This design comes from an exercise in tuning for small area and few clock cycles on the open sky130 flow, not from production work. Where RTL was checked, it was by simulation tests only, not by an equivalence proof against the original. For run 1, only the layout was checked, not whether the RTL still works.

## flow/flow/run.sh

```bash
#!/bin/bash
# Standard layout, with the port buffers made from plain buffers instead of delay cells.
set -euo pipefail
bash standard.sh "BUFFER_PORTS_ARGS=-buffer_cell sky130_fd_sc_hd__buf_2" finish > standard.log 2>&1
```

## flow/standard.sh

```bash
#!/bin/bash
# synth_recipe.tcl (not shown) runs the flow's synth.tcl, then flattens the netlist and writes it again
# the make line also repeats each setting of config.mk as NAME=value (left out here)
make -C /OpenROAD-flow-scripts/flow DESIGN_CONFIG=/design/flow/config.mk WORK_HOME=/design/flow/orfs CLKGATE_MAP_FILE= SYNTH_SCRIPT=/design/flow/synth_recipe.tcl "${@:-finish}"
```

## flow/config.mk

```make
export PLATFORM = sky130hd
export DESIGN_NAME = weight_update_engine
export DESIGN_NICKNAME = weight_update_engine
export VERILOG_FILES = /design/flow/design.v
export SDC_FILE = /design/flow/constraint.sdc
export NUM_CORES = 4
export LEC_CHECK = 0
export CAP_MARGIN = 20
export CORE_MARGIN = 2
export CORE_UTILIZATION = 40
export SLEW_MARGIN = 20
export SYNTH_HIERARCHICAL = 1
```

## flow/constraint.sdc

```tcl
create_clock -name core_clock -period 8.5 [get_ports {i_clk}]
set_input_delay 1.7000 -clock core_clock [delete_from_list [all_inputs] [get_ports {i_clk}]]
set_output_delay 1.7000 -clock core_clock [all_outputs]
set_load 0.01 [all_outputs]
```

## flow/design.v

```verilog
module weight_update_engine #(
  parameter int unsigned DATA_W = 16,
  parameter int unsigned FRAC_W = 8,
  parameter int unsigned LANES  = 4,
  parameter int unsigned DEPTH  = 64
) (
  input  logic                    i_clk,
  input  logic                    i_rst,
  input  logic                    i_start,
  input  logic                    i_mode,
  input  logic [DATA_W-1:0]       i_lr,
  input  logic                    i_in_valid,
  output logic                    o_in_ready,
  input  logic [LANES*DATA_W-1:0] i_w_old,
  input  logic [LANES*DATA_W-1:0] i_delta,
  output logic                    o_out_valid,
  input  logic                    i_out_ready,
  output logic [LANES*DATA_W-1:0] o_w_new,
  output logic                    o_busy,
  output logic                    o_done
);
  localparam int unsigned BEATS = DEPTH / LANES;
  localparam int unsigned CNT_W = $clog2(BEATS);
  logic                    r_busy;
  logic [CNT_W-1:0]        r_cnt;       
  logic [DATA_W-1:0]       r_lr;
  logic                    r_valid;
  logic [LANES*DATA_W-1:0] r_w_new;
  logic [LANES*DATA_W-1:0] w_w_new;
  logic w_in_fire;
  logic w_out_fire;
  logic w_cnt_last;
  logic w_last;
  assign w_cnt_last  = (r_cnt == CNT_W'(BEATS - 1));
  assign o_busy      = r_busy;
  assign o_in_ready  = r_busy && (!r_valid || (i_out_ready && !w_cnt_last));
  assign w_in_fire   = i_in_valid && o_in_ready;
  assign w_out_fire  = r_valid && i_out_ready;
  assign w_last      = w_out_fire && w_cnt_last;
  assign o_out_valid = r_valid;
  assign o_w_new     = r_w_new;
  assign o_done      = w_last;
  always_ff @(posedge i_clk) begin
    if (i_rst) begin
      r_busy <= 1'b0;
    end else if (!r_busy) begin
      r_busy <= i_start;
    end else if (w_last) begin
      r_busy <= 1'b0;
    end
  end
  always_ff @(posedge i_clk) begin
    if (i_rst) begin
      r_valid <= 1'b0;
    end else if (!r_valid || i_out_ready) begin
      r_valid <= w_in_fire;
    end
  end
  always_ff @(posedge i_clk) begin
    if (w_in_fire) r_w_new <= w_w_new;
  end
  always_ff @(posedge i_clk) begin
    if (!r_busy) begin
      r_cnt <= '0;
      r_lr  <= i_mode ? i_lr : {{(DATA_W-FRAC_W){1'b1}}, {FRAC_W{1'b0}}};
    end else if (w_out_fire) begin
      r_cnt <= r_cnt + CNT_W'(1);
    end
  end
  logic [17:0] w_dm;
  logic [6:0]  w_a, w_b, w_c;
  logic [3:0]  w_d7;
  logic        w_neg7, w_one7, w_two7;
  assign w_dm = 18'd10922 - {{2{r_lr[DATA_W-1]}}, r_lr};
  always_comb begin
    for (int k = 0; k < 7; k++) begin
      w_a[k] = !w_dm[2*k+1] && w_dm[2*k];
      w_b[k] = !w_dm[2*k+1] && !w_dm[2*k];
      w_c[k] = w_dm[2*k+1] && w_dm[2*k];
    end
  end
  assign w_d7   = w_dm[17:14];
  assign w_neg7 = w_d7[3];
  assign w_one7 = w_d7[0];
  assign w_two7 = (w_d7 == 4'd2) || (w_d7 == 4'he);
  logic [16:0] w_lv, w_lm;
  logic [5:0]  w_mb;
  assign w_lv = -{r_lr[DATA_W-1], r_lr};
  assign w_lm = w_lv ^ {17{w_lv[16]}};
  always_comb begin
    for (int k = 9; k < 15; k++) begin
      w_mb[k-9] = |(w_lm[15:0] >> (24 - k));
    end
  end
  for (genvar g = 0; g < LANES; g++) begin : g_lane
    wue_lane u_lane (
      .d   (i_delta[g*DATA_W +: DATA_W]),
      .w   (i_w_old[g*DATA_W +: DATA_W]),
      .sa  (w_a),
      .sb  (w_b),
      .sc  (w_c),
      .neg7(w_neg7),
      .one7(w_one7),
      .two7(w_two7),
      .mb  (w_mb),
      .lsgn(w_lv[16]),
      .r   (w_w_new[g*DATA_W +: DATA_W])
    );
  end
endmodule
module wue_lane (
  input  logic [15:0] d,
  input  logic [15:0] w,
  input  logic [6:0]  sa,
  input  logic [6:0]  sb,
  input  logic [6:0]  sc,
  input  logic        neg7,
  input  logic        one7,
  input  logic        two7,
  input  logic [5:0]  mb,
  input  logic        lsgn,
  output logic [15:0] r
);
  logic [16:0] pp0;
  logic [16:0] pp1;
  logic [16:0] pp2;
  logic [16:0] pp3;
  logic [16:0] pp4;
  logic [16:0] pp5;
  logic [16:0] pp6;
  logic [16:0] pp7;
  logic [16:0] dx;
  assign dx = {d[15], d};
  logic [7:0] neg;
  assign neg = {neg7, ~sc};
  assign pp0 = ~(({17{sa[0]}} & dx) | ({17{sb[0]}} & {dx[15:0], 1'b0}) | ({17{sc[0]}} & ~dx));
  assign pp1 = ~(({17{sa[1]}} & dx) | ({17{sb[1]}} & {dx[15:0], 1'b0}) | ({17{sc[1]}} & ~dx));
  assign pp2 = ~(({17{sa[2]}} & dx) | ({17{sb[2]}} & {dx[15:0], 1'b0}) | ({17{sc[2]}} & ~dx));
  assign pp3 = ~(({17{sa[3]}} & dx) | ({17{sb[3]}} & {dx[15:0], 1'b0}) | ({17{sc[3]}} & ~dx));
  assign pp4 = ~(({17{sa[4]}} & dx) | ({17{sb[4]}} & {dx[15:0], 1'b0}) | ({17{sc[4]}} & ~dx));
  assign pp5 = ~(({17{sa[5]}} & dx) | ({17{sb[5]}} & {dx[15:0], 1'b0}) | ({17{sc[5]}} & ~dx));
  assign pp6 = ~(({17{sa[6]}} & dx) | ({17{sb[6]}} & {dx[15:0], 1'b0}) | ({17{sc[6]}} & ~dx));
  assign pp7 = (({17{one7}} & dx) | ({17{two7}} & {dx[15:0], 1'b0})) ^ {17{neg7}};
  logic big;
  assign big = |((d[14:9] ^ {6{d[15]}}) & mb);
  logic s1;
  logic c2;
  logic s3;
  logic c4;
  logic s5;
  logic c6;
  logic s7;
  logic c8;
  logic s9;
  logic c10;
  logic s11;
  logic c12;
  logic s13;
  logic c14;
  logic s15;
  logic c16;
  logic s17;
  logic c18;
  logic s19;
  logic c20;
  logic s21;
  logic c22;
  logic s23;
  logic c24;
  logic s25;
  logic c26;
  logic s27;
  logic c28;
  logic s29;
  logic c30;
  logic s31;
  logic c32;
  logic s33;
  logic c34;
  logic s35;
  logic c36;
  logic s37;
  logic c38;
  logic s39;
  logic c40;
  logic s41;
  logic c42;
  logic s43;
  logic c44;
  logic s45;
  logic c46;
  logic s47;
  logic c48;
  logic s49;
  logic c50;
  logic s51;
  logic c52;
  logic s53;
  logic c54;
  logic s55;
  logic c56;
  logic s57;
  logic c58;
  logic s59;
  logic c60;
  logic s61;
  logic c62;
  logic s63;
  logic c64;
  logic s65;
  logic c66;
  logic s67;
  logic c68;
  logic s69;
  logic c70;
  logic s71;
  logic c72;
  logic s73;
  logic c74;
  logic s75;
  logic c76;
  logic s77;
  logic c78;
  logic s79;
  logic c80;
  logic s81;
  logic c82;
  logic s83;
  logic c84;
  logic s85;
  logic c86;
  logic s87;
  logic c88;
  logic s89;
  logic c90;
  logic s91;
  logic c92;
  logic s93;
  logic c94;
  logic s95;
  logic c96;
  logic s97;
  logic c98;
  logic s99;
  logic c100;
  logic s101;
  logic c102;
  logic s103;
  logic c104;
  logic s105;
  logic c106;
  logic s107;
  logic c108;
  logic s109;
  logic c110;
  logic s111;
  logic c112;
  logic s113;
  logic c114;
  logic s115;
  logic c116;
  logic s117;
  logic c118;
  logic s119;
  logic c120;
  logic s121;
  logic c122;
  logic s123;
  logic c124;
  logic s125;
  logic c126;
  logic s127;
  logic c128;
  logic s129;
  logic c130;
  logic s131;
  logic c132;
  logic s133;
  logic c134;
  logic s135;
  logic c136;
  logic s137;
  logic c138;
  logic s139;
  logic c140;
  logic s141;
  logic c142;
  logic s143;
  logic c144;
  logic s145;
  logic c146;
  logic s147;
  logic c148;
  logic s149;
  logic c150;
  logic s151;
  logic c152;
  logic s153;
  logic c154;
  logic s155;
  logic c156;
  logic s157;
  logic c158;
  logic s159;
  logic c160;
  logic s161;
  logic c162;
  logic s163;
  logic c164;
  logic s165;
  logic c166;
  logic s167;
  logic c168;
  logic s169;
  logic c170;
  logic s171;
  logic c172;
  logic s173;
  logic c174;
  logic s175;
  logic c176;
  logic s177;
  logic c178;
  logic s179;
  logic c180;
  logic s181;
  logic c182;
  logic s183;
  logic c184;
  logic s185;
  logic c186;
  logic s187;
  logic c188;
  logic s189;
  logic c190;
  logic s191;
  logic c192;
  logic s193;
  logic c194;
  logic s195;
  logic c196;
  logic s197;
  logic c198;
  logic s199;
  logic c200;
  logic s201;
  logic c202;
  logic s203;
  logic c204;
  logic s205;
  logic c206;
  logic s207;
  logic c208;
  logic s209;
  logic c210;
  logic s211;
  logic c212;
  logic s213;
  logic c214;
  logic s215;
  logic c216;
  logic s217;
  logic c218;
  logic s219;
  logic c220;
  logic s221;
  logic c222;
  logic s223;
  logic c224;
  logic s225;
  logic c226;
  logic s227;
  logic c228;
  logic s229;
  logic c230;
  logic s231;
  logic c232;
  logic s233;
  logic c234;
  logic s235;
  logic c236;
  logic s237;
  logic c238;
  logic s239;
  logic c240;
  logic s241;
  logic c242;
  logic s243;
  logic c244;
  logic s245;
  logic c246;
  logic s247;
  logic c248;
  logic s249;
  logic c250;
  logic s251;
  logic c252;
  logic s253;
  logic c254;
  logic s255;
  logic c256;
  logic s257;
  logic c258;
  wue_fa u_fa0 (.a(neg[1]), .b(pp1[0]), .ci(pp0[1]), .s(s1), .co(c2));
  wue_fa u_fa1 (.a(pp1[1]), .b(pp0[2]), .ci(~pp0[3]), .s(s3), .co(c4));
  wue_fa u_fa2 (.a(neg[2]), .b(pp1[2]), .ci(pp2[0]), .s(s5), .co(c6));
  wue_fa u_fa3 (.a(pp0[3]), .b(~pp0[4]), .ci(c4), .s(s7), .co(c8));
  wue_fa u_fa4 (.a(pp1[3]), .b(pp2[1]), .ci(pp0[4]), .s(s9), .co(c10));
  wue_fa u_fa5 (.a(~pp0[5]), .b(c6), .ci(s9), .s(s11), .co(c12));
  wue_fa u_fa6 (.a(neg[3]), .b(pp1[4]), .ci(pp2[2]), .s(s13), .co(c14));
  wue_fa u_fa7 (.a(pp3[0]), .b(pp0[5]), .ci(~pp0[6]), .s(s15), .co(c16));
  wue_fa u_fa8 (.a(c10), .b(s13), .ci(s15), .s(s17), .co(c18));
  wue_fa u_fa9 (.a(pp1[5]), .b(pp2[3]), .ci(pp3[1]), .s(s19), .co(c20));
  wue_fa u_fa10 (.a(pp0[6]), .b(~pp0[7]), .ci(c14), .s(s21), .co(c22));
  wue_fa u_fa11 (.a(c16), .b(s19), .ci(s21), .s(s23), .co(c24));
  wue_fa u_fa12 (.a(neg[4]), .b(w[0]), .ci(pp0[8]), .s(s25), .co(c26));
  wue_fa u_fa13 (.a(pp1[6]), .b(pp2[4]), .ci(pp3[2]), .s(s27), .co(c28));
  wue_fa u_fa14 (.a(pp4[0]), .b(pp0[7]), .ci(c20), .s(s29), .co(c30));
  wue_fa u_fa15 (.a(s25), .b(s27), .ci(c22), .s(s31), .co(c32));
  wue_fa u_fa16 (.a(s29), .b(c24), .ci(s31), .s(s33), .co(c34));
  wue_fa u_fa17 (.a(w[1]), .b(pp0[9]), .ci(pp1[7]), .s(s35), .co(c36));
  wue_fa u_fa18 (.a(pp2[5]), .b(pp3[3]), .ci(pp4[1]), .s(s37), .co(c38));
  wue_fa u_fa19 (.a(c26), .b(c28), .ci(s35), .s(s39), .co(c40));
  wue_fa u_fa20 (.a(s37), .b(c30), .ci(s39), .s(s41), .co(c42));
  wue_fa u_fa21 (.a(c32), .b(s41), .ci(c34), .s(s43), .co(c44));
  wue_fa u_fa22 (.a(neg[5]), .b(w[2]), .ci(pp0[10]), .s(s45), .co(c46));
  wue_fa u_fa23 (.a(pp1[8]), .b(pp2[6]), .ci(pp3[4]), .s(s47), .co(c48));
  wue_fa u_fa24 (.a(pp4[2]), .b(pp5[0]), .ci(c36), .s(s49), .co(c50));
  wue_fa u_fa25 (.a(c38), .b(s45), .ci(s47), .s(s51), .co(c52));
  wue_fa u_fa26 (.a(s49), .b(c40), .ci(s51), .s(s53), .co(c54));
  wue_fa u_fa27 (.a(c42), .b(s53), .ci(c44), .s(s55), .co(c56));
  wue_fa u_fa28 (.a(w[3]), .b(pp0[11]), .ci(pp1[9]), .s(s57), .co(c58));
  wue_fa u_fa29 (.a(pp2[7]), .b(pp3[5]), .ci(pp4[3]), .s(s59), .co(c60));
  wue_fa u_fa30 (.a(pp5[1]), .b(c46), .ci(c48), .s(s61), .co(c62));
  wue_fa u_fa31 (.a(s57), .b(s59), .ci(c50), .s(s63), .co(c64));
  wue_fa u_fa32 (.a(s61), .b(c52), .ci(s63), .s(s65), .co(c66));
  wue_fa u_fa33 (.a(c54), .b(s65), .ci(c56), .s(s67), .co(c68));
  wue_fa u_fa34 (.a(neg[6]), .b(w[4]), .ci(pp0[12]), .s(s69), .co(c70));
  wue_fa u_fa35 (.a(pp1[10]), .b(pp2[8]), .ci(pp3[6]), .s(s71), .co(c72));
  wue_fa u_fa36 (.a(pp4[4]), .b(pp5[2]), .ci(pp6[0]), .s(s73), .co(c74));
  wue_fa u_fa37 (.a(c58), .b(c60), .ci(s69), .s(s75), .co(c76));
  wue_fa u_fa38 (.a(s71), .b(s73), .ci(c62), .s(s77), .co(c78));
  wue_fa u_fa39 (.a(s75), .b(c64), .ci(s77), .s(s79), .co(c80));
  wue_fa u_fa40 (.a(w[5]), .b(pp0[13]), .ci(pp1[11]), .s(s83), .co(c84));
  wue_fa u_fa41 (.a(pp2[9]), .b(pp3[7]), .ci(pp4[5]), .s(s85), .co(c86));
  wue_fa u_fa42 (.a(pp5[3]), .b(pp6[1]), .ci(c70), .s(s87), .co(c88));
  wue_fa u_fa43 (.a(c72), .b(c74), .ci(s83), .s(s89), .co(c90));
  wue_fa u_fa44 (.a(s85), .b(s87), .ci(c76), .s(s91), .co(c92));
  wue_fa u_fa45 (.a(s89), .b(c78), .ci(s91), .s(s93), .co(c94));
  wue_fa u_fa46 (.a(c80), .b(s93), .ci(c82), .s(s95), .co(c96));
  wue_fa u_fa47 (.a(neg[7]), .b(w[6]), .ci(pp0[14]), .s(s97), .co(c98));
  wue_fa u_fa48 (.a(pp1[12]), .b(pp2[10]), .ci(pp3[8]), .s(s99), .co(c100));
  wue_fa u_fa49 (.a(pp4[6]), .b(pp5[4]), .ci(pp6[2]), .s(s101), .co(c102));
  wue_fa u_fa50 (.a(pp7[0]), .b(c84), .ci(c86), .s(s103), .co(c104));
  wue_fa u_fa51 (.a(s97), .b(s99), .ci(s101), .s(s105), .co(c106));
  wue_fa u_fa52 (.a(c88), .b(s103), .ci(c90), .s(s107), .co(c108));
  wue_fa u_fa53 (.a(s105), .b(c92), .ci(s107), .s(s109), .co(c110));
  wue_fa u_fa54 (.a(c94), .b(s109), .ci(c96), .s(s111), .co(c112));
  wue_fa u_fa55 (.a(w[7]), .b(pp0[15]), .ci(pp1[13]), .s(s113), .co(c114));
  wue_fa u_fa56 (.a(pp2[11]), .b(pp3[9]), .ci(pp4[7]), .s(s115), .co(c116));
  wue_fa u_fa57 (.a(pp5[5]), .b(pp6[3]), .ci(pp7[1]), .s(s117), .co(c118));
  wue_fa u_fa58 (.a(c98), .b(c100), .ci(c102), .s(s119), .co(c120));
  wue_fa u_fa59 (.a(s113), .b(s115), .ci(s117), .s(s121), .co(c122));
  wue_fa u_fa60 (.a(c104), .b(s119), .ci(c106), .s(s123), .co(c124));
  wue_fa u_fa61 (.a(s121), .b(c108), .ci(s123), .s(s125), .co(c126));
  wue_fa u_fa62 (.a(w[8]), .b(pp1[14]), .ci(pp2[12]), .s(s129), .co(c130));
  wue_fa u_fa63 (.a(pp3[10]), .b(pp4[8]), .ci(pp5[6]), .s(s131), .co(c132));
  wue_fa u_fa64 (.a(pp6[4]), .b(pp7[2]), .ci(pp0[16]), .s(s133), .co(c134));
  wue_fa u_fa65 (.a(c114), .b(c116), .ci(c118), .s(s135), .co(c136));
  wue_fa u_fa66 (.a(s129), .b(s131), .ci(s133), .s(s137), .co(c138));
  wue_fa u_fa67 (.a(c120), .b(s135), .ci(c122), .s(s139), .co(c140));
  wue_fa u_fa68 (.a(s137), .b(c124), .ci(s139), .s(s141), .co(c142));
  wue_fa u_fa69 (.a(c126), .b(s141), .ci(c128), .s(s143), .co(c144));
  wue_fa u_fa70 (.a(w[9]), .b(pp1[15]), .ci(pp2[13]), .s(s145), .co(c146));
  wue_fa u_fa71 (.a(pp3[11]), .b(pp4[9]), .ci(pp5[7]), .s(s147), .co(c148));
  wue_fa u_fa72 (.a(pp6[5]), .b(pp7[3]), .ci(pp0[16]), .s(s149), .co(c150));
  wue_fa u_fa73 (.a(c130), .b(c132), .ci(c134), .s(s151), .co(c152));
  wue_fa u_fa74 (.a(s145), .b(s147), .ci(s149), .s(s153), .co(c154));
  wue_fa u_fa75 (.a(c136), .b(s151), .ci(c138), .s(s155), .co(c156));
  wue_fa u_fa76 (.a(s153), .b(c140), .ci(s155), .s(s157), .co(c158));
  wue_fa u_fa77 (.a(c142), .b(s157), .ci(c144), .s(s159), .co(c160));
  wue_fa u_fa78 (.a(w[10]), .b(~pp1[16]), .ci(pp2[14]), .s(s161), .co(c162));
  wue_fa u_fa79 (.a(pp3[12]), .b(pp4[10]), .ci(pp5[8]), .s(s163), .co(c164));
  wue_fa u_fa80 (.a(pp6[6]), .b(pp7[4]), .ci(~pp0[16]), .s(s165), .co(c166));
  wue_fa u_fa81 (.a(c146), .b(c148), .ci(c150), .s(s167), .co(c168));
  wue_fa u_fa82 (.a(s161), .b(s163), .ci(s165), .s(s169), .co(c170));
  wue_fa u_fa83 (.a(c152), .b(s167), .ci(c154), .s(s171), .co(c172));
  wue_fa u_fa84 (.a(s169), .b(c156), .ci(s171), .s(s173), .co(c174));
  wue_fa u_fa85 (.a(w[11]), .b(pp3[13]), .ci(pp4[11]), .s(s177), .co(c178));
  wue_fa u_fa86 (.a(pp5[9]), .b(pp6[7]), .ci(pp7[5]), .s(s179), .co(c180));
  wue_fa u_fa87 (.a(~pp2[15]), .b(c162), .ci(c164), .s(s181), .co(c182));
  wue_fa u_fa88 (.a(c166), .b(s177), .ci(s179), .s(s183), .co(c184));
  wue_fa u_fa89 (.a(c168), .b(s181), .ci(c170), .s(s185), .co(c186));
  wue_fa u_fa90 (.a(s183), .b(c172), .ci(s185), .s(s187), .co(c188));
  wue_fa u_fa91 (.a(c174), .b(s187), .ci(c176), .s(s189), .co(c190));
  wue_fa u_fa92 (.a(w[12]), .b(~pp2[16]), .ci(pp3[14]), .s(s191), .co(c192));
  wue_fa u_fa93 (.a(pp4[12]), .b(pp5[10]), .ci(pp6[8]), .s(s193), .co(c194));
  wue_fa u_fa94 (.a(pp7[6]), .b(pp2[15]), .ci(c178), .s(s195), .co(c196));
  wue_fa u_fa95 (.a(c180), .b(s191), .ci(s193), .s(s197), .co(c198));
  wue_fa u_fa96 (.a(c182), .b(s195), .ci(c184), .s(s199), .co(c200));
  wue_fa u_fa97 (.a(s197), .b(c186), .ci(s199), .s(s201), .co(c202));
  wue_fa u_fa98 (.a(c188), .b(s201), .ci(c190), .s(s203), .co(c204));
  wue_fa u_fa99 (.a(w[13]), .b(pp4[13]), .ci(pp5[11]), .s(s205), .co(c206));
  wue_fa u_fa100 (.a(pp6[9]), .b(pp7[7]), .ci(~pp3[15]), .s(s207), .co(c208));
  wue_fa u_fa101 (.a(c192), .b(c194), .ci(s205), .s(s209), .co(c210));
  wue_fa u_fa102 (.a(s207), .b(c196), .ci(c198), .s(s211), .co(c212));
  wue_fa u_fa103 (.a(s209), .b(c200), .ci(s211), .s(s213), .co(c214));
  wue_fa u_fa104 (.a(w[14]), .b(~pp3[16]), .ci(pp4[14]), .s(s217), .co(c218));
  wue_fa u_fa105 (.a(pp5[12]), .b(pp6[10]), .ci(pp7[8]), .s(s219), .co(c220));
  wue_fa u_fa106 (.a(pp3[15]), .b(c206), .ci(c208), .s(s221), .co(c222));
  wue_fa u_fa107 (.a(s217), .b(s219), .ci(s221), .s(s223), .co(c224));
  wue_fa u_fa108 (.a(c210), .b(c212), .ci(s223), .s(s225), .co(c226));
  wue_fa u_fa109 (.a(c214), .b(s225), .ci(c216), .s(s227), .co(c228));
  wue_fa u_fa110 (.a(~w[15]), .b(pp4[15]), .ci(pp5[13]), .s(s229), .co(c230));
  wue_fa u_fa111 (.a(pp6[11]), .b(pp7[9]), .ci(c218), .s(s231), .co(c232));
  wue_fa u_fa112 (.a(c220), .b(s229), .ci(c222), .s(s233), .co(c234));
  wue_fa u_fa113 (.a(s231), .b(c224), .ci(s233), .s(s235), .co(c236));
  wue_fa u_fa114 (.a(c226), .b(s235), .ci(c228), .s(s237), .co(c238));
  wue_fa u_fa115 (.a(~pp4[16]), .b(pp5[14]), .ci(pp6[12]), .s(s239), .co(c240));
  wue_fa u_fa116 (.a(pp7[10]), .b(c230), .ci(s239), .s(s241), .co(c242));
  wue_fa u_fa117 (.a(c232), .b(s241), .ci(c234), .s(s243), .co(c244));
  wue_fa u_fa118 (.a(pp6[13]), .b(pp7[11]), .ci(~pp5[15]), .s(s247), .co(c248));
  wue_fa u_fa119 (.a(c240), .b(s247), .ci(c242), .s(s249), .co(c250));
  wue_fa u_fa120 (.a(s249), .b(c244), .ci(c246), .s(s251), .co(c252));
  wue_fa u_fa121 (.a(~pp5[16]), .b(pp6[14]), .ci(pp7[12]), .s(s253), .co(c254));
  wue_fa u_fa122 (.a(pp5[15]), .b(c248), .ci(s253), .s(s255), .co(c256));
  wue_fa u_fa123 (.a(s255), .b(c250), .ci(c252), .s(s257), .co(c258));
  wue_ha u_ha0 (.a(c66), .b(s79), .s(s81), .co(c82));
  wue_ha u_ha1 (.a(c110), .b(s125), .s(s127), .co(c128));
  wue_ha u_ha2 (.a(c158), .b(s173), .s(s175), .co(c176));
  wue_ha u_ha3 (.a(c202), .b(s213), .s(s215), .co(c216));
  wue_ha u_ha4 (.a(c236), .b(s243), .s(s245), .co(c246));
  logic [26:0] ra, rb;
  assign ra = {s257, s251, c238, s237, s227, c204, s203, s189, c160, s159, s143, c112, s111, s95, c68, s67, s55, s43, s33, c18, c12, c8, s5, c2, ~pp0[2], pp0[0], neg[0]};
  assign rb = {1'b0, 1'b0, s245, 1'b0, 1'b0, s215, 1'b0, 1'b0, s175, 1'b0, 1'b0, s127, 1'b0, 1'b0, s81, 1'b0, 1'b0, 1'b0, 1'b0, s23, s17, s11, s7, s3, s1, ~pp0[1], ~pp0[0]};
  logic [26:0] g, p;
  wue_ha u_pg0 (.a(ra[0]), .b(rb[0]), .s(p[0]), .co(g[0]));
  wue_ha u_pg1 (.a(ra[1]), .b(rb[1]), .s(p[1]), .co(g[1]));
  wue_ha u_pg2 (.a(ra[2]), .b(rb[2]), .s(p[2]), .co(g[2]));
  wue_ha u_pg3 (.a(ra[3]), .b(rb[3]), .s(p[3]), .co(g[3]));
  wue_ha u_pg4 (.a(ra[4]), .b(rb[4]), .s(p[4]), .co(g[4]));
  wue_ha u_pg5 (.a(ra[5]), .b(rb[5]), .s(p[5]), .co(g[5]));
  wue_ha u_pg6 (.a(ra[6]), .b(rb[6]), .s(p[6]), .co(g[6]));
  wue_ha u_pg7 (.a(ra[7]), .b(rb[7]), .s(p[7]), .co(g[7]));
  assign g[8] = 1'b0;
  assign p[8] = ra[8];
  assign g[9] = 1'b0;
  assign p[9] = ra[9];
  assign g[10] = 1'b0;
  assign p[10] = ra[10];
  assign g[11] = 1'b0;
  assign p[11] = ra[11];
  wue_ha u_pg12 (.a(ra[12]), .b(rb[12]), .s(p[12]), .co(g[12]));
  assign g[13] = 1'b0;
  assign p[13] = ra[13];
  assign g[14] = 1'b0;
  assign p[14] = ra[14];
  wue_ha u_pg15 (.a(ra[15]), .b(rb[15]), .s(p[15]), .co(g[15]));
  assign g[16] = 1'b0;
  assign p[16] = ra[16];
  assign g[17] = 1'b0;
  assign p[17] = ra[17];
  wue_ha u_pg18 (.a(ra[18]), .b(rb[18]), .s(p[18]), .co(g[18]));
  assign g[19] = 1'b0;
  assign p[19] = ra[19];
  assign g[20] = 1'b0;
  assign p[20] = ra[20];
  wue_ha u_pg21 (.a(ra[21]), .b(rb[21]), .s(p[21]), .co(g[21]));
  assign g[22] = 1'b0;
  assign p[22] = ra[22];
  assign g[23] = 1'b0;
  assign p[23] = ra[23];
  wue_ha u_pg24 (.a(ra[24]), .b(rb[24]), .s(p[24]), .co(g[24]));
  assign g[25] = 1'b0;
  assign p[25] = ra[25];
  assign g[26] = 1'b0;
  assign p[26] = ra[26];
  logic gx0_1, px0_1;
  assign gx0_1 = g[1] | (p[1] & g[0]);
  assign px0_1 = p[1] & p[0];
  logic gx0_3, px0_3;
  assign gx0_3 = g[3] | (p[3] & g[2]);
  assign px0_3 = p[3] & p[2];
  logic gx0_5, px0_5;
  assign gx0_5 = g[5] | (p[5] & g[4]);
  assign px0_5 = p[5] & p[4];
  logic gx0_7, px0_7;
  assign gx0_7 = g[7] | (p[7] & g[6]);
  assign px0_7 = p[7] & p[6];
  logic gx0_9, px0_9;
  assign gx0_9 = g[9] | (p[9] & g[8]);
  assign px0_9 = p[9] & p[8];
  logic gx0_11, px0_11;
  assign gx0_11 = g[11] | (p[11] & g[10]);
  assign px0_11 = p[11] & p[10];
  logic gx0_13, px0_13;
  assign gx0_13 = g[13] | (p[13] & g[12]);
  assign px0_13 = p[13] & p[12];
  logic gx0_15, px0_15;
  assign gx0_15 = g[15] | (p[15] & g[14]);
  assign px0_15 = p[15] & p[14];
  logic gx0_17, px0_17;
  assign gx0_17 = g[17] | (p[17] & g[16]);
  assign px0_17 = p[17] & p[16];
  logic gx0_19, px0_19;
  assign gx0_19 = g[19] | (p[19] & g[18]);
  assign px0_19 = p[19] & p[18];
  logic gx0_21, px0_21;
  assign gx0_21 = g[21] | (p[21] & g[20]);
  assign px0_21 = p[21] & p[20];
  logic gx1_2, px1_2;
  assign gx1_2 = g[2] | (p[2] & gx0_1);
  assign px1_2 = p[2] & px0_1;
  logic gx1_3, px1_3;
  assign gx1_3 = gx0_3 | (px0_3 & gx0_1);
  assign px1_3 = px0_3 & px0_1;
  logic gx1_6, px1_6;
  assign gx1_6 = g[6] | (p[6] & gx0_5);
  assign px1_6 = p[6] & px0_5;
  logic gx1_7, px1_7;
  assign gx1_7 = gx0_7 | (px0_7 & gx0_5);
  assign px1_7 = px0_7 & px0_5;
  logic gx1_10, px1_10;
  assign gx1_10 = g[10] | (p[10] & gx0_9);
  assign px1_10 = p[10] & px0_9;
  logic gx1_11, px1_11;
  assign gx1_11 = gx0_11 | (px0_11 & gx0_9);
  assign px1_11 = px0_11 & px0_9;
  logic gx1_14, px1_14;
  assign gx1_14 = g[14] | (p[14] & gx0_13);
  assign px1_14 = p[14] & px0_13;
  logic gx1_15, px1_15;
  assign gx1_15 = gx0_15 | (px0_15 & gx0_13);
  assign px1_15 = px0_15 & px0_13;
  logic gx1_18, px1_18;
  assign gx1_18 = g[18] | (p[18] & gx0_17);
  assign px1_18 = p[18] & px0_17;
  logic gx1_19, px1_19;
  assign gx1_19 = gx0_19 | (px0_19 & gx0_17);
  assign px1_19 = px0_19 & px0_17;
  logic gx1_22, px1_22;
  assign gx1_22 = g[22] | (p[22] & gx0_21);
  assign px1_22 = p[22] & px0_21;
  logic gx2_4, px2_4;
  assign gx2_4 = g[4] | (p[4] & gx1_3);
  assign px2_4 = p[4] & px1_3;
  logic gx2_5, px2_5;
  assign gx2_5 = gx0_5 | (px0_5 & gx1_3);
  assign px2_5 = px0_5 & px1_3;
  logic gx2_6, px2_6;
  assign gx2_6 = gx1_6 | (px1_6 & gx1_3);
  assign px2_6 = px1_6 & px1_3;
  logic gx2_7, px2_7;
  assign gx2_7 = gx1_7 | (px1_7 & gx1_3);
  assign px2_7 = px1_7 & px1_3;
  logic gx2_12, px2_12;
  assign gx2_12 = g[12] | (p[12] & gx1_11);
  assign px2_12 = p[12] & px1_11;
  logic gx2_13, px2_13;
  assign gx2_13 = gx0_13 | (px0_13 & gx1_11);
  assign px2_13 = px0_13 & px1_11;
  logic gx2_14, px2_14;
  assign gx2_14 = gx1_14 | (px1_14 & gx1_11);
  assign px2_14 = px1_14 & px1_11;
  logic gx2_15, px2_15;
  assign gx2_15 = gx1_15 | (px1_15 & gx1_11);
  assign px2_15 = px1_15 & px1_11;
  logic gx2_20, px2_20;
  assign gx2_20 = g[20] | (p[20] & gx1_19);
  assign px2_20 = p[20] & px1_19;
  logic gx2_21, px2_21;
  assign gx2_21 = gx0_21 | (px0_21 & gx1_19);
  assign px2_21 = px0_21 & px1_19;
  logic gx2_22, px2_22;
  assign gx2_22 = gx1_22 | (px1_22 & gx1_19);
  assign px2_22 = px1_22 & px1_19;
  logic gx3_8, px3_8;
  assign gx3_8 = g[8] | (p[8] & gx2_7);
  assign px3_8 = p[8] & px2_7;
  logic gx3_9, px3_9;
  assign gx3_9 = gx0_9 | (px0_9 & gx2_7);
  assign px3_9 = px0_9 & px2_7;
  logic gx3_10, px3_10;
  assign gx3_10 = gx1_10 | (px1_10 & gx2_7);
  assign px3_10 = px1_10 & px2_7;
  logic gx3_11, px3_11;
  assign gx3_11 = gx1_11 | (px1_11 & gx2_7);
  assign px3_11 = px1_11 & px2_7;
  logic gx3_12, px3_12;
  assign gx3_12 = gx2_12 | (px2_12 & gx2_7);
  assign px3_12 = px2_12 & px2_7;
  logic gx3_13, px3_13;
  assign gx3_13 = gx2_13 | (px2_13 & gx2_7);
  assign px3_13 = px2_13 & px2_7;
  logic gx3_14, px3_14;
  assign gx3_14 = gx2_14 | (px2_14 & gx2_7);
  assign px3_14 = px2_14 & px2_7;
  logic gx3_15, px3_15;
  assign gx3_15 = gx2_15 | (px2_15 & gx2_7);
  assign px3_15 = px2_15 & px2_7;
  logic gx4_16, px4_16;
  assign gx4_16 = g[16] | (p[16] & gx3_15);
  assign px4_16 = p[16] & px3_15;
  logic gx4_17, px4_17;
  assign gx4_17 = gx0_17 | (px0_17 & gx3_15);
  assign px4_17 = px0_17 & px3_15;
  logic gx4_18, px4_18;
  assign gx4_18 = gx1_18 | (px1_18 & gx3_15);
  assign px4_18 = px1_18 & px3_15;
  logic gx4_19, px4_19;
  assign gx4_19 = gx1_19 | (px1_19 & gx3_15);
  assign px4_19 = px1_19 & px3_15;
  logic gx4_20, px4_20;
  assign gx4_20 = gx2_20 | (px2_20 & gx3_15);
  assign px4_20 = px2_20 & px3_15;
  logic gx4_21, px4_21;
  assign gx4_21 = gx2_21 | (px2_21 & gx3_15);
  assign px4_21 = px2_21 & px3_15;
  logic gx4_22, px4_22;
  assign gx4_22 = gx2_22 | (px2_22 & gx3_15);
  assign px4_22 = px2_22 & px3_15;
  logic [23:8] c;
  assign c[8] = gx2_7;
  assign c[9] = gx3_8;
  assign c[10] = gx3_9;
  assign c[11] = gx3_10;
  assign c[12] = gx3_11;
  assign c[13] = gx3_12;
  assign c[14] = gx3_13;
  assign c[15] = gx3_14;
  assign c[16] = gx3_15;
  assign c[17] = gx4_16;
  assign c[18] = gx4_17;
  assign c[19] = gx4_18;
  assign c[20] = gx4_19;
  assign c[21] = gx4_20;
  assign c[22] = gx4_21;
  assign c[23] = gx4_22;
  logic [3:0] t0, t1;    
  logic [3:0] tc0, tc1;
  localparam logic [3:0] KT = 4'h0;
  logic gy0_1, py0_1;
  assign gy0_1 = g[24] | (p[24] & g[23]);
  assign py0_1 = p[24] & p[23];
  logic gy1_2, py1_2;
  assign gy1_2 = g[25] | (p[25] & gy0_1);
  assign py1_2 = p[25] & py0_1;
  assign tc0[0] = 1'b0;
  assign tc1[0] = 1'b1;
  assign tc0[1] = g[23];
  assign tc1[1] = g[23] | p[23];
  assign tc0[2] = gy0_1;
  assign tc1[2] = gy0_1 | py0_1;
  assign tc0[3] = gy1_2;
  assign tc1[3] = gy1_2 | py1_2;
  assign t0 = p[26:23] ^ tc0 ^ KT;
  assign t1 = p[26:23] ^ tc1 ^ KT;
  logic ovf0, ovf1, ovf, sgn;
  assign ovf0 = (t0 != 4'h0) && (t0 != 4'hf);
  assign ovf1 = (t1 != 4'h0) && (t1 != 4'hf);
  assign ovf  = c[23] ? ovf1 : ovf0;
  assign sgn  = c[23] ? t1[3] : t0[3];
  always_comb begin
    if (big)
      r = (lsgn ^ d[15]) ? 16'h8000 : 16'h7fff;
    else if (ovf)
      r = sgn ? 16'h8000 : 16'h7fff;
    else
      r = p[23:8] ^ c[23:8];
  end
endmodule
module wue_ha (
  input  logic a,
  input  logic b,
  output logic s,
  output logic co
);
  assign s  = a ^ b;
  assign co = a & b;
endmodule
module wue_fa (
  input  logic a,
  input  logic b,
  input  logic ci,
  output logic s,
  output logic co
);
  assign s  = a ^ b ^ ci;
  assign co = (a & b) | (a & ci) | (b & ci);
endmodule
```

==> flow_metrics.env, run 1 <==
export IMPL_setup_violations_final=0
export IMPL_mappedNetlistNets=3391
export IMPL_number_of_hold_buffers_added_after_cts=0
export IMPL_synth_seq_area_share_pct=9.91
export IMPL_status="complete, no violations"
export IMPL_synth_enable_flop_cells=80
export IMPL_finalSetupTns_ns=0
export IMPL_number_of_optimization_iterations_in_the_first_detailed_route_pass=6
export IMPL_design_die_area_um2=65700
export IMPL_critPathSlowestCell="sky130_fd_sc_hd__a211oi_1"
export IMPL_drt_first_iter_violations=2566
export IMPL_grt_antenna_before_repair=5
export IMPL_final_setup_skew_ns=0.0169
export IMPL_grt_setup_unrepaired="no"
export IMPL_grt_start_max_net_pins=65
export IMPL_horizontal_die_dimension_um=256
export IMPL_layout_area_overhead_vs_synth_pct=8.36
export IMPL_globalplace_congestion=0.894
export IMPL_wl_per_cell_um=24.8
export IMPL_synth_simple_area_share_pct=11.2
export IMPL_combinational_family_with_the_most_area_after_synthesis="adder cells"
export IMPL_timing_max_slew_rel_slack_pct=19.4
export IMPL_cp_common_cell="sky130_fd_sc_hd__fa_1"
export IMPL_met1_usage_pct=34.4
export IMPL_number_of_global_route_vias_before_repair=23300
export IMPL_busiest_layer="met2"
export IMPL_cts_tree="yes"
export IMPL_timing_critical_path_fanout_max=15
export IMPL_clkSlewWorstSetupHoldPaths_ns=0.08
export IMPL_synth_compound_area_share_pct=23.8
export IMPL_syn_std_cell_area_um2=25400
export IMPL_cts_sink_count=86
export IMPL_max_freq_ghz=0.127
export IMPL_cts_htree_levels=3
export IMPL_data_arrival_time_at_the_worst_slack_endpoint_ns=7.97
export IMPL_gr_usage_met2_pct=43.5
export IMPL_port_buffers=217
export IMPL_cts_setup_buffers=0
export IMPL_syn_mean_instance_area_um2=9.57
export IMPL_cts_made_buffers=9
export IMPL_critPathKind="reg2reg"
export IMPL_startpoint_type="register"
export IMPL_yosysWarnings=8
export IMPL_postRouteWirelength_um=87100
export IMPL_rows=92
export IMPL_report_final_slew_viol_count=0
export IMPL_wire_length_of_the_first_global_routing_pass_um=136000
export IMPL_floorplan_die_height_um=256
export IMPL_finish_instance_area_um2=27600
export IMPL_clockBufferDepth=2
export IMPL_nets=3394
export IMPL_synth_top_flop_cell="sky130_fd_sc_hd__edfxtp_1"
export IMPL_end_kind="register"
export IMPL_synthAdderAreaFrac_pct=43.2
export IMPL_muxShareOfSynthArea_pct=1.38
export IMPL_use_met3_pct=4.52
export IMPL_detailroute_via_count=22500
export IMPL_insertion_delay_ns=0.40
export IMPL_post_cts_resize_count=0
export IMPL_placement_cell_area_um2=27300
export IMPL_yosys_register_bits=86
export IMPL_global_route_overflow_total=0
export IMPL_number_of_nets_with_antenna_violations_after_detailed_routing=0
export IMPL_syn_inst=2660
export IMPL_tightestPinTransition_ns=1.18
export IMPL_min_path_type="reg2reg"
export IMPL_finalHoldViolCount=0
export IMPL_synthDistinctLibCells=61
export IMPL_ioPinCount=218
export IMPL_required_ns=8.61
export IMPL_max_stage_delay_ns=0.52
export IMPL_synthArstFlopShare_pct=0
export IMPL_cts_root_buf="sky130_fd_sc_hd__clkbuf_16"
export IMPL_drv_cap=0
export IMPL_detail_route_vias_per_cell=6.40
export IMPL_layout_min_cycle_time_ns=7.86
export IMPL_min_period_over_period_pct=92.4
export IMPL_drive_gt1_share_pct=12.9
export IMPL_dp_final_hpwl_um=62900
export IMPL_post_route_drc_count=0
export IMPL_initial_core_util_pct=40.4
export IMPL_post_synth_xor_area_fraction_pct=3.99
export IMPL_core_region_area_um2=63000
export IMPL_grtUsageTotal_pct=26.4
[area by class of cell]
class                      instances  area, µm²
fill                            6073      35400
tap                              846       1060
antenna                            3       7.51
sequential                        86       2520
clock inverter                     6       70.1
timing repair buffer             285       1710
inverter                         130        488
multi-input combinational       2151      21500
clock buffer                      10        229
[routing by layer]
| metal | wire, µm | vias up |
|---|---|---|
| met5 | 33 | - |
| met3 | 7480 | 214 |
| met1 | 34300 | 11300 |
| met4 | 3440 | 6 |
| met2 | 41900 | 1263 |
| li1 | - | 9702 |
[stage by stage]
| stage | setup WS, ns | instances | utilization (%) | hold WS (ns) |
|---|---|---|---|---|
| after floorplan | 1.05 | 2660 | - | 0.453 |
| after global placement | 0.824 | 3498 | 43.3 | 0.462 |
| after detailed placement | 0.694 | 3498 | 43.3 | 0.479 |
| after CTS | 0.677 | 3514 | 43.8 | 0.490 |
| after global routing | 0.0771 | 3516 | 43.8 | 0.522 |
| final | 0.643 | 3517 | 43.8 | 0.486 |
[registers in the layout, summed over array words and instances (netlist names)]
register / cells
r_lr: 16
r_valid: 1
r_busy: 1
r_w_new: 64
r_cnt: 4
[critical path, delay by kind of cell (launching register included)]
family                   cells  cell delay (ns)
flip-flops                   1             0.50
AND/OR/NAND/NOR              3             0.46
multiplexers                 1             0.18
buffers and inverters        3             0.70
adder cells (fa/ha/maj)      9             3.36
AO/OA/AOI/OAI                9             2.35
[worst paths after layout]
check / from / end / slack, ns / cells past startpoint
max reg2reg: r_lr[1] / r_w_new[41] / 0.64 / 25
min reg2reg: r_cnt[1] / r_cnt[1] / 0.49 / 2
max: r_lr[1] / r_w_new[41] / 0.64 / 25
min: r_cnt[1] / r_cnt[1] / 0.49 / 2
[cells in the mapped netlist (all sizes together) (32+ instances only)]
cell type  count  area share (%)
a221o         40             1.6
mux2i         35             1.4
clkbuf       231             3.4
a221oi       372              13
xnor2         89             3.1
nand2         66            0.97
edfxtp        80             9.4
o21ai         77             1.5
buf           62             1.1
a21oi         56             1.1
nor2         462             6.8
o211ai        72             2.2
ha            85             4.2
a22oi         52             1.5
inv          106             1.6
fa           496              39
nand3         32            0.63
[cells in the final DEF (no fill, tap or decap), types with 66 or more instances in the layout]
cell type                    n
sky130_fd_sc_hd__fa_1      496
sky130_fd_sc_hd__nor2_1    459
sky130_fd_sc_hd__a221oi_1  372
sky130_fd_sc_hd__buf_2     217
sky130_fd_sc_hd__inv_1     106
sky130_fd_sc_hd__xnor2_1    88
sky130_fd_sc_hd__ha_1       85
sky130_fd_sc_hd__edfxtp_1   80
sky130_fd_sc_hd__o21ai_0    76
sky130_fd_sc_hd__o211ai_1   68
sky130_fd_sc_hd__nand2_1    66
[Yosys stat by module (local to each module, per instance)]
| module | area (µm²) | flip-flops and latches | copies in the design | cells |
|---|---|---|---|---|
| weight_update_engine | 3450 | 86 | 1 | 228 |
| wue_fa | 20.0 | 0 | 496 | 1 |
| wue_ha | 12.5 | 0 | 72 | 1 |
| wue_lane | 2790 | 0 | 4 | 466 |
[cells by family after synthesis]
logic type	after synthesis
compound gates	751
simple gates	668
fa+ha+maj	581
buf+inv	423
xor+xnor	116
flops	86
mux	35
==> run 2: changes to the inputs <==
--- a/flow/design.v
+++ b/flow/design.v
@@ -67,22 +67,17 @@
       r_cnt <= r_cnt + CNT_W'(1);
     end
   end
-  logic [17:0] w_dm;
-  logic [6:0]  w_a, w_b, w_c;
-  logic [3:0]  w_d7;
-  logic        w_neg7, w_one7, w_two7;
-  assign w_dm = 18'd10922 - {{2{r_lr[DATA_W-1]}}, r_lr};
+  logic [7:0] w_neg, w_one, w_two;
+  logic [16:0] w_lrx;
+  assign w_lrx = {r_lr, 1'b0};
   always_comb begin
-    for (int k = 0; k < 7; k++) begin
-      w_a[k] = !w_dm[2*k+1] && w_dm[2*k];
-      w_b[k] = !w_dm[2*k+1] && !w_dm[2*k];
-      w_c[k] = w_dm[2*k+1] && w_dm[2*k];
+    for (int k = 0; k < 8; k++) begin
+      w_neg[k] = !w_lrx[2*k+2] && (w_lrx[2*k+1] || w_lrx[2*k]);
+      w_one[k] = w_lrx[2*k+1] ^ w_lrx[2*k];
+      w_two[k] = (w_lrx[2*k+2] && !w_lrx[2*k+1] && !w_lrx[2*k])
+              || (!w_lrx[2*k+2] && w_lrx[2*k+1] && w_lrx[2*k]);
     end
   end
-  assign w_d7   = w_dm[17:14];
-  assign w_neg7 = w_d7[3];
-  assign w_one7 = w_d7[0];
-  assign w_two7 = (w_d7 == 4'd2) || (w_d7 == 4'he);
   logic [16:0] w_lv, w_lm;
   logic [5:0]  w_mb;
   assign w_lv = -{r_lr[DATA_W-1], r_lr};
@@ -96,12 +91,9 @@
     wue_lane u_lane (
       .d   (i_delta[g*DATA_W +: DATA_W]),
       .w   (i_w_old[g*DATA_W +: DATA_W]),
-      .sa  (w_a),
-      .sb  (w_b),
-      .sc  (w_c),
-      .neg7(w_neg7),
-      .one7(w_one7),
-      .two7(w_two7),
+      .neg (w_neg),
+      .one (w_one),
+      .two (w_two),
       .mb  (w_mb),
       .lsgn(w_lv[16]),
       .r   (w_w_new[g*DATA_W +: DATA_W])
@@ -111,12 +103,9 @@
 module wue_lane (
   input  logic [15:0] d,
   input  logic [15:0] w,
-  input  logic [6:0]  sa,
-  input  logic [6:0]  sb,
-  input  logic [6:0]  sc,
-  input  logic        neg7,
-  input  logic        one7,
-  input  logic        two7,
+  input  logic [7:0]  neg,
+  input  logic [7:0]  one,
+  input  logic [7:0]  two,
   input  logic [5:0]  mb,
   input  logic        lsgn,
   output logic [15:0] r
@@ -131,16 +120,14 @@
   logic [16:0] pp7;
   logic [16:0] dx;
   assign dx = {d[15], d};
-  logic [7:0] neg;
-  assign neg = {neg7, ~sc};
-  assign pp0 = ~(({17{sa[0]}} & dx) | ({17{sb[0]}} & {dx[15:0], 1'b0}) | ({17{sc[0]}} & ~dx));
-  assign pp1 = ~(({17{sa[1]}} & dx) | ({17{sb[1]}} & {dx[15:0], 1'b0}) | ({17{sc[1]}} & ~dx));
-  assign pp2 = ~(({17{sa[2]}} & dx) | ({17{sb[2]}} & {dx[15:0], 1'b0}) | ({17{sc[2]}} & ~dx));
-  assign pp3 = ~(({17{sa[3]}} & dx) | ({17{sb[3]}} & {dx[15:0], 1'b0}) | ({17{sc[3]}} & ~dx));
-  assign pp4 = ~(({17{sa[4]}} & dx) | ({17{sb[4]}} & {dx[15:0], 1'b0}) | ({17{sc[4]}} & ~dx));
-  assign pp5 = ~(({17{sa[5]}} & dx) | ({17{sb[5]}} & {dx[15:0], 1'b0}) | ({17{sc[5]}} & ~dx));
-  assign pp6 = ~(({17{sa[6]}} & dx) | ({17{sb[6]}} & {dx[15:0], 1'b0}) | ({17{sc[6]}} & ~dx));
-  assign pp7 = (({17{one7}} & dx) | ({17{two7}} & {dx[15:0], 1'b0})) ^ {17{neg7}};
+  assign pp0 = (({17{one[0]}} & dx) | ({17{two[0]}} & {dx[15:0], 1'b0})) ^ {17{neg[0]}};
+  assign pp1 = (({17{one[1]}} & dx) | ({17{two[1]}} & {dx[15:0], 1'b0})) ^ {17{neg[1]}};
+  assign pp2 = (({17{one[2]}} & dx) | ({17{two[2]}} & {dx[15:0], 1'b0})) ^ {17{neg[2]}};
+  assign pp3 = (({17{one[3]}} & dx) | ({17{two[3]}} & {dx[15:0], 1'b0})) ^ {17{neg[3]}};
+  assign pp4 = (({17{one[4]}} & dx) | ({17{two[4]}} & {dx[15:0], 1'b0})) ^ {17{neg[4]}};
+  assign pp5 = (({17{one[5]}} & dx) | ({17{two[5]}} & {dx[15:0], 1'b0})) ^ {17{neg[5]}};
+  assign pp6 = (({17{one[6]}} & dx) | ({17{two[6]}} & {dx[15:0], 1'b0})) ^ {17{neg[6]}};
+  assign pp7 = (({17{one[7]}} & dx) | ({17{two[7]}} & {dx[15:0], 1'b0})) ^ {17{neg[7]}};
   logic big;
   assign big = |((d[14:9] ^ {6{d[15]}}) & mb);
   logic s1;
==> flow_metrics.env, run 2 <==
export IMPL_status="complete, no violations"
export IMPL_layout_area_overhead_vs_synth_pct=8.22
export IMPL_regToRegStartpoint="r_lr[5]"
export IMPL_ioPinCount=218
export IMPL_hold_path_end="r_cnt[1]"
export IMPL_drt_first_iter_violations=2228
export IMPL_tightestPinTransition_ns=1.15
export IMPL_timing_hold_worst_start="r_cnt[1]"
export IMPL_largest_register_ff_count=64
export IMPL_cts_root_buf="sky130_fd_sc_hd__clkbuf_16"
export IMPL_leading_cell_types_in_the_layout_fill_and_taps_excluded="531 x sky130_fd_sc_hd__xnor2_1, 496 x sky130_fd_sc_hd__fa_1, 469 x sky130_fd_sc_hd__a22oi_1, 217 x sky130_fd_sc_hd__buf_2, 113 x sky130_fd_sc_hd__nand2_1"
export IMPL_drive_gt1_share_pct=13.1
export IMPL_insertion_delay_ns=0.40
export IMPL_number_of_optimization_iterations_in_the_first_detailed_route_pass=6
export IMPL_data_arrival_time_at_the_worst_slack_endpoint_ns=7.83
export IMPL_design_die_area_um2=69600
export IMPL_post_route_drc_count=0
export IMPL_setup_violations_final=0
export IMPL_grt_antenna_before_repair=3
export IMPL_min_period_over_period_pct=90.3
export IMPL_synth_enable_flop_cells=80
export IMPL_post_synth_top_area_fraction_pct=36.8
export IMPL_global_route_overflow_total=0
export IMPL_required_ns=8.65
export IMPL_min_path_type="reg2reg"
export IMPL_startpoint_type="register"
export IMPL_final_setup_skew_ns=0.0148
export IMPL_yosys_top_cells_count="531 x sky130_fd_sc_hd__xnor2_1, 496 x sky130_fd_sc_hd__fa_1, 469 x sky130_fd_sc_hd__a22oi_1"
export IMPL_timing_reg2reg_worst_path_depth=22
export IMPL_end_kind="register"
export IMPL_globalplace_congestion=0.904
export IMPL_core_region_area_um2=67000
export IMPL_postLayoutSetupSlackWorst_ns=0.825
export IMPL_rows=95
export IMPL_dominant_cells_by_area_after_synthesis="sky130_fd_sc_hd__fa_1 37%, sky130_fd_sc_hd__xnor2_1 17%, sky130_fd_sc_hd__a22oi_1 13%"
export IMPL_cell_count_of_the_worst_hold_path=2
export IMPL_syn_mean_instance_area_um2=10.1
export IMPL_syn_std_cell_area_um2=27000
export IMPL_initial_core_util_pct=40.3
export IMPL_setup_worst_path_start="r_lr[5]"
export IMPL_timing_max_slew_rel_slack_pct=22.6
export IMPL_number_of_global_route_vias_before_repair=23500
export IMPL_cts_tree="yes"
export IMPL_regToRegSetupSlack_ns=0.83
export IMPL_postRouteWirelength_um=88200
export IMPL_drv_cap=0
export IMPL_report_final_slew_viol_count=0
export IMPL_final_common_cell="sky130_fd_sc_hd__xnor2_1"
export IMPL_yosysWarnings=8
export IMPL_detailroute_via_count=21700
export IMPL_grt_start_max_net_pins=66
export IMPL_wire_length_of_the_first_global_routing_pass_um=138000
export IMPL_cts_setup_buffers=0
export IMPL_synthDistinctLibCells=61
export IMPL_horizontal_die_dimension_um=264
export IMPL_synth_top_flop_cell="sky130_fd_sc_hd__edfxtp_1"
export IMPL_synth_top_cell_by_area="sky130_fd_sc_hd__fa_1"
export IMPL_critPathKind="reg2reg"
export IMPL_grt_setup_unrepaired="no"
export IMPL_number_of_nets_with_antenna_violations_after_detailed_routing=0
export IMPL_port_buffers=217
export IMPL_fin_util_pct=43.6
export IMPL_yosys_register_bits=86
export IMPL_clkSlewWorstSetupHoldPaths_ns=0.08
export IMPL_place_ws_ns=0.630
export IMPL_wl_per_cell_um=24.8
export IMPL_layout_min_cycle_time_ns=7.67
export IMPL_mappedNetlistNets=3406
export IMPL_post_cts_resize_count=0
export IMPL_synthArstFlopShare_pct=0
export IMPL_largest_register="r_w_new"
export IMPL_detail_route_vias_per_cell=6.10
export IMPL_synth_seq_area_share_pct=9.34
export IMPL_cts_sink_count=86
export IMPL_number_of_hold_buffers_added_after_cts=0
export IMPL_worstReg2RegEnd="r_w_new[30]"
export IMPL_grtUsageTotal_pct=25.5
export IMPL_timing_critical_path_fanout_max=26
export IMPL_clockBufferDepth=2
export IMPL_finalSetupTns_ns=0
export IMPL_largestRegisters="r_w_new x64, r_lr x16, r_cnt x4"
export IMPL_syn_inst=2668
export IMPL_cts_made_buffers=9
export IMPL_max_freq_ghz=0.130
export IMPL_finalHoldViolCount=0
export IMPL_nets=3419
export IMPL_dp_final_hpwl_um=63300
export IMPL_cell_with_the_most_instances_after_synthesis="sky130_fd_sc_hd__xnor2_1"
export IMPL_floorplan_die_height_um=264
export IMPL_cts_htree_levels=3
==> run 2: cell count changes after synthesis, sizes merged, moves of 27 or more <==
cell,delta
xnor2,+442
nor2,-420
a22oi,+417
a221oi,-368
o211ai,-64
nand2,+47
a221o,-40
mux2i,-33
a21oi,+27
==> run 2: cells by family after synthesis <==
logic type / Yosys count / share of synthesized area, %
AOI/OAI and AO/OA: 714 / 19.1
xor gates and xnor gates: 578 / 18.7
adders and majority gates: 588 / 41.0
buffers and inverters: 387 / 5.59
DFF: 86 / 9.34
muxes: 2 / 0.0741
and+or+nand+nor: 313 / 6.17
==> run 2: area by class of cell <==
cell class	count	area (µm²)
fill	6485	37800
antenna	1	2.50
timing repair buffer	284	1760
clock inverter	7	86.3
sequential	86	2520
clock buffer	9	225
inverter	105	394
multi-input combinational	2195	23100
tap	873	1090
==> run 2: modules after synthesis, one instance, submodules excluded <==
| module | flip-flops and latches | cell area (µm²) |
|---|---|---|
| weight_update_engine | 86 | 3560 |
| wue_lane | 0 | 3150 |
| wue_fa | 0 | 20.0 |
| wue_ha | 0 | 12.5 |
==> run 2: worst max-delay path by stage <==
stage | to | slack [ns]
finish | r_w_new[30] | 0.83
global route | r_w_new[30] | 0.50
CTS | r_w_new[30] | 0.96
detailed placement | r_w_new[18] | 0.63
global placement | r_w_new[18] | 0.65
floorplan | r_w_new[14] | 1.01
==> run 2: layer usage <==
metal | track usage (%) | vias up | part of all wire (%)
li1 | - | 9285 | -
met1 | 32.2 | 11100 | 39
met2 | 42.9 | 1135 | 49
met3 | 4.83 | 217 | 8.6
met4 | 10.8 | 4 | 4.1
met5 | 0 | - | 0.024
==> run 2: per-stage QoR <==
step / instances / area [µm²] / hold WS (ns)
global placement: 3543 / 28900 / 0.461
finish: 3560 / 29200 / 0.497
floorplan: 2668 / 27000 / 0.453
detailed placement: 3543 / 28900 / 0.487
global route: 3560 / 29200 / 0.524
CTS: 3559 / 29200 / 0.498
==> run 2: critical path, cell delays in order, from the launching register on <==
cell and delay (ns):
sky130_fd_sc_hd__edfxtp_1 0.56, sky130_fd_sc_hd__inv_1 0.15, sky130_fd_sc_hd__nand2_1 0.10, sky130_fd_sc_hd__o21ai_4 0.66, sky130_fd_sc_hd__buf_4 0.53, sky130_fd_sc_hd__a22oi_1 0.16, sky130_fd_sc_hd__xnor2_1 0.29, sky130_fd_sc_hd__fa_1 0.49
sky130_fd_sc_hd__fa_1 0.43, sky130_fd_sc_hd__fa_1 0.40, sky130_fd_sc_hd__fa_1 0.46, sky130_fd_sc_hd__ha_1 0.20, sky130_fd_sc_hd__fa_1 0.38, sky130_fd_sc_hd__fa_1 0.38, sky130_fd_sc_hd__ha_1 0.26, sky130_fd_sc_hd__ha_1 0.28
sky130_fd_sc_hd__xnor2_1 0.20, sky130_fd_sc_hd__nand2_1 0.07, sky130_fd_sc_hd__o21ai_1 0.17, sky130_fd_sc_hd__nand3_1 0.16, sky130_fd_sc_hd__o211ai_2 0.61, sky130_fd_sc_hd__o21ba_4 0.26, sky130_fd_sc_hd__a41o_1 0.21
Testbench counts of run 2, summed over its fixed seeds: cycles 5,760.

[re-timing with driven ports]
No port has a modelled driver above. Below, the same layouts with a new extraction and two added sets of constraints.
Step 1 sets driving cells, clkbuf_16 on the clock port and buf_2 on the other inputs (assumed; they add their load-dependent delay and slew).
Step 2 moves the port delays by t, midway between the first and last clock arrival at a register: inputs arrive t later, outputs are due t later. That takes back most of the time a late clock gives input paths.
a / b / c = ideal ports / drivers / drivers and shift; a / b = the first two.
| run | t, ns | setup slack, ns | hold WS [ns] | worst setup path after step 2 |
|---|---|---|---|---|
| run 1 | 0.448 | 0.643 / 0.643 / 0.643 | 0.486 / 0.486 / 0.486 | register to register |
| run 2 | 0.454 | 0.825 / 0.825 / 0.568 | 0.497 / 0.497 / 0.497 | input to register |
After both steps every run listed still meets setup and hold. For run 2, which loses most, drivers alone change the setup slack by 0.000 ns; drivers and shift together by -0.257 ns.
